Context: an optimization exercise on an open-source flow, tuned for small area. The choices shown serve that exercise and are no tape-out recipe. Function was checked by simulation only, so behaviour that the tests miss may differ from the original. The clock port is modelled as an ideal driver; clocking choices that lean on that would not hold on a real chip.

==> module conv_acc, before the edit <==
module conv_acc
(
    input  logic        clk,
    input  logic        arst_n,
    input  logic        wb_cyc,
    input  logic        wb_stb,
    input  logic        wb_we,
    input  logic [1:0]  wb_adr,
    input  logic [31:0] wb_dat_i,
    output logic        wb_ack,
    output logic [31:0] wb_dat_o
);
    logic        ack;
    logic        access;
    logic        wr_operand;
    logic        rd_result;
    logic        wr_clear;
    logic        push;
    logic        pop;
    logic        res_pop;
    logic        op_full;
    logic        op_empty_bus;
    logic        op_empty_pe;
    logic        res_empty;
    logic [3:0]  bus_lvl;
    logic [3:0]  credit;
    logic [1:0]  push_d;
    logic [4:0]  pop_d;
    logic [1:0]  rpop_d;
    logic [1:0]  pop_2;
    logic        push_2;
    logic        rpop_2;
    logic [2:0]  pe_lag;
    logic [2:0]  res_lag;
    logic        overflow;
    logic        underflow;
    logic        stat_q;
    logic        hit_q;
    logic [3:0]  count;
    logic [15:0] mem [16];
    logic [15:0] sel;
    logic [15:0] rdata;
    logic [15:0] result;
    assign access     = wb_cyc && wb_stb && !ack;
    assign wr_operand = access && wb_we && (wb_adr == 2'd0);
    assign rd_result  = access && !wb_we && (wb_adr == 2'd1);
    assign wr_clear   = access && wb_we && (wb_adr == 2'd3);
    assign pop_2   = {1'b0, pop_d[0]} + {1'b0, pop_d[1]};
    assign push_2  = push_d[0] | push_d[1];
    assign rpop_2  = rpop_d[0] | rpop_d[1];
    assign pe_lag  = {1'b0, pop_2} + {2'd0, push_2};
    assign res_lag = {1'b0, pop_2} + {2'd0, pop_d[2]} + {2'd0, pop_d[3]}
                   + {2'd0, pop_d[4]} + {2'd0, rpop_2};
    assign op_full      = bus_lvl[3];
    assign op_empty_bus = (bus_lvl == 4'd0);
    assign op_empty_pe  = (bus_lvl == {1'b0, pe_lag});
    assign res_empty    = (credit == {1'b0, res_lag});
    assign push    = wr_operand && !op_full;
    assign pop     = !op_empty_pe && !credit[3];
    assign res_pop = rd_result && !res_empty;
    assign hit_q   = rpop_d[0];
    assign count   = bus_lvl + credit - {2'd0, pop_2};
    always_ff @(posedge clk or negedge arst_n) begin
        if (!arst_n) begin
            ack     <= 1'b0;
            push_d  <= '0;
            pop_d   <= '0;
            rpop_d  <= '0;
            bus_lvl <= '0;
            credit  <= '0;
        end else begin
            ack     <= access;
            push_d  <= {push_d[0], push};
            pop_d   <= {pop_d[3:0], pop};
            rpop_d  <= {rpop_d[0], res_pop};
            bus_lvl <= bus_lvl + {3'd0, push} - {3'd0, pop_d[1]};
            credit  <= credit + {3'd0, pop} - {3'd0, rpop_d[1]};
        end
    end
    always_ff @(posedge clk) begin
        stat_q <= access && !wb_we && (wb_adr == 2'd2);
    end
    always_ff @(posedge clk or negedge arst_n) begin
        if (!arst_n) begin
            overflow  <= 1'b0;
            underflow <= 1'b0;
        end else if (wr_clear) begin
            overflow  <= 1'b0;
            underflow <= 1'b0;
        end else begin
            if (wr_operand && op_full) begin
                overflow <= 1'b1;
            end
            if (rd_result && res_empty) begin
                underflow <= 1'b1;
            end
        end
    end
    conv_mac u_mac (
        .a      (wb_dat_i[7:0]),
        .b      (wb_dat_i[15:8]),
        .p      (wb_dat_i[31:16]),
        .result (result)
    );
    always_ff @(posedge clk) begin
        if (push) begin
            mem[0] <= result;
            for (int i = 1; i < 16; i++) begin
                mem[i] <= mem[i - 1];
            end
        end
    end
    always_comb begin
        for (int i = 0; i < 16; i++) begin
            sel[i] = hit_q && (count == 4'(i + 1));
        end
    end
    always_comb begin
        rdata = '0;
        for (int i = 0; i < 16; i++) begin
            rdata = rdata | (mem[i] & {16{sel[i]}});
        end
    end
    assign wb_ack   = ack;
    assign wb_dat_o = {16'd0, rdata[15:4],
                       rdata[3:0] | ({4{stat_q}} & {!res_empty, op_empty_bus, underflow, overflow})};
endmodule
export LEC_CHECK = 0
export CAP_MARGIN = 5
export CORE_MARGIN = 2
export CORE_UTILIZATION = 70
export SLEW_MARGIN = 5
create_clock -name core_clock -period 7.0 [get_ports {clk}]
standard.sh (not shown) runs the stock make flow with config.mk's settings and CLKGATE_MAP_FILE= SYNTH_SCRIPT=/design/flow/synth_recipe.tcl, a recipe that flattens the netlist after the stock synthesis.
==> flow/flow/run.sh <==
#!/bin/bash
# The standard layout (standard.sh) with these changes:
#  - synthesis maps adders without the Kogge-Stone carry map and skips the
#    early ABC pass inside yosys synth, so the explicit adder tree is
#    extracted into full/half adder cells as written;
#  - the final ABC mapping uses an area-oriented script (flow/area.abc);
#  - ports are buffered with the smallest buffer instead of a delay buffer;
#  - clock tree: small clock buffers, small sink clusters, no dummy loads;
#  - the constant-zero outputs share one tie cell (from synthesis) instead of one each;
#  - no setup repair at floorplan (ideal clocks there), later stages still repair.
# make's full output is in flow.log, each step's in orfs/logs.
set -uo pipefail
here=$PWD
export SYNTH_OPERATIONS_ARGS="-noabc"
export BUFFER_PORTS_ARGS="-buffer_cell sky130_fd_sc_hd__buf_1"
export FLOW_SYNTH_TCL=$here/synth_recipe.tcl
export MY_ABC_SCRIPT=$here/flow/area.abc
export SKIP_REPAIR_TIE_FANOUT=1
export REMOVE_ABC_BUFFERS=1
export CTS_ARGS="-sink_clustering_enable -repair_clock_nets -dont_use_dummy_load -buf_list sky130_fd_sc_hd__clkbuf_4 -sink_clustering_size 10 -sink_clustering_max_diameter 35"
sed "s#SYNTH_SCRIPT=[^ ]*#SYNTH_SCRIPT=$here/flow/my_synth.tcl#" standard.sh > my_standard.sh
bash my_standard.sh > flow.log 2>&1
==> flow/flow/area.abc <==
&get -n
&st
&dch
&nf -R 1000
&put
==> flow/flow/my_synth.tcl <==
# Wraps the standard flow's synthesis script; only the final ABC mapping script changes
# (area-oriented &dch/&nf mapping of the combinational logic). Registers,
# their names and cell types are left exactly as the standard synthesis.
proc abc {args} {
  set i [lsearch -exact $args -script]
  if {$i >= 0} { lset args [expr {$i + 1}] $::env(MY_ABC_SCRIPT) }
  yosys abc {*}$args
}
source $::env(FLOW_SYNTH_TCL)
Edit:
--- a/flow/design.v
+++ b/flow/design.v
@@ -373,8 +373,12 @@
         for (int i = 0; i < 16; i++) begin
             rdata = rdata | (mem[i] & {16{sel[i]}});
         end
     end
-    assign wb_ack   = ack;
-    assign wb_dat_o = {16'd0, rdata[15:4],
-                       rdata[3:0] | ({4{stat_q}} & {!res_empty, op_empty_bus, underflow, overflow})};
+    assign wb_ack = ack;
+    always_comb begin
+        wb_dat_o       = '0;
+        wb_dat_o[15:0] = rdata;
+        wb_dat_o[3:0]  = rdata[3:0]
+                       | ({4{stat_q}} & {!res_empty, op_empty_bus, underflow, overflow});
+    end
 endmodule
Cell count came out lower by 0.37%.
Die area is unchanged.
Global-route usage came out lower by 0.65 points.
Wire length came out lower by about 1.4%.
Hold slack gets better by 0.0073 ns.
Non-clock buffer count came out lower by 1.
Count of clock-buffer cells in the layout came out lower by 3.
Critical path depth is unchanged.
Via count hardly moves.
Clock skew came out lower by 0.014 ns.
First-iteration DRC count came out lower by 15%.
Sequential share of layout area came out higher by 0.11 points.

==> what the ideal ports hide <==
How much do the figures lean on ideal ports? The routed layouts below were timed once more, with nothing changed but the port constraints.
Step 1 (the two cells are an assumption about what drives the block):
set clk [get_ports {clk}]
set_driving_cell -lib_cell sky130_fd_sc_hd__clkbuf_16 $clk
set_driving_cell -lib_cell sky130_fd_sc_hd__buf_2 [delete_from_list [all_inputs] $clk]
Step 2, shift: input delay + t, output delay - t, t = (earliest + latest rising clock arrival at the registers) / 2. This alone moves slack from input paths to output paths.
a / b / c = no drivers / after step 1 / after step 2; a / b = the first two.
run | t (ns) | setup slack, ns | clock arrival spread, ns | slew at the worst register clock pin (ns) | cell pins on the clock port's net
the first run | 0.615 | 0.186 / 0.198 / -0.417 | 0.100 / 0.100 | 0.10 / 0.10 | 1
the second run | 0.618 | 0.239 / 0.250 / -0.368 | 0.088 / 0.088 | 0.12 / 0.12 | 1
Met with ideal ports but missed after step 2: setup timing in the first run and the second run. The setup slack of the second run, which loses most, moves by +0.011 ns with the drivers and by -0.607 ns with both steps.
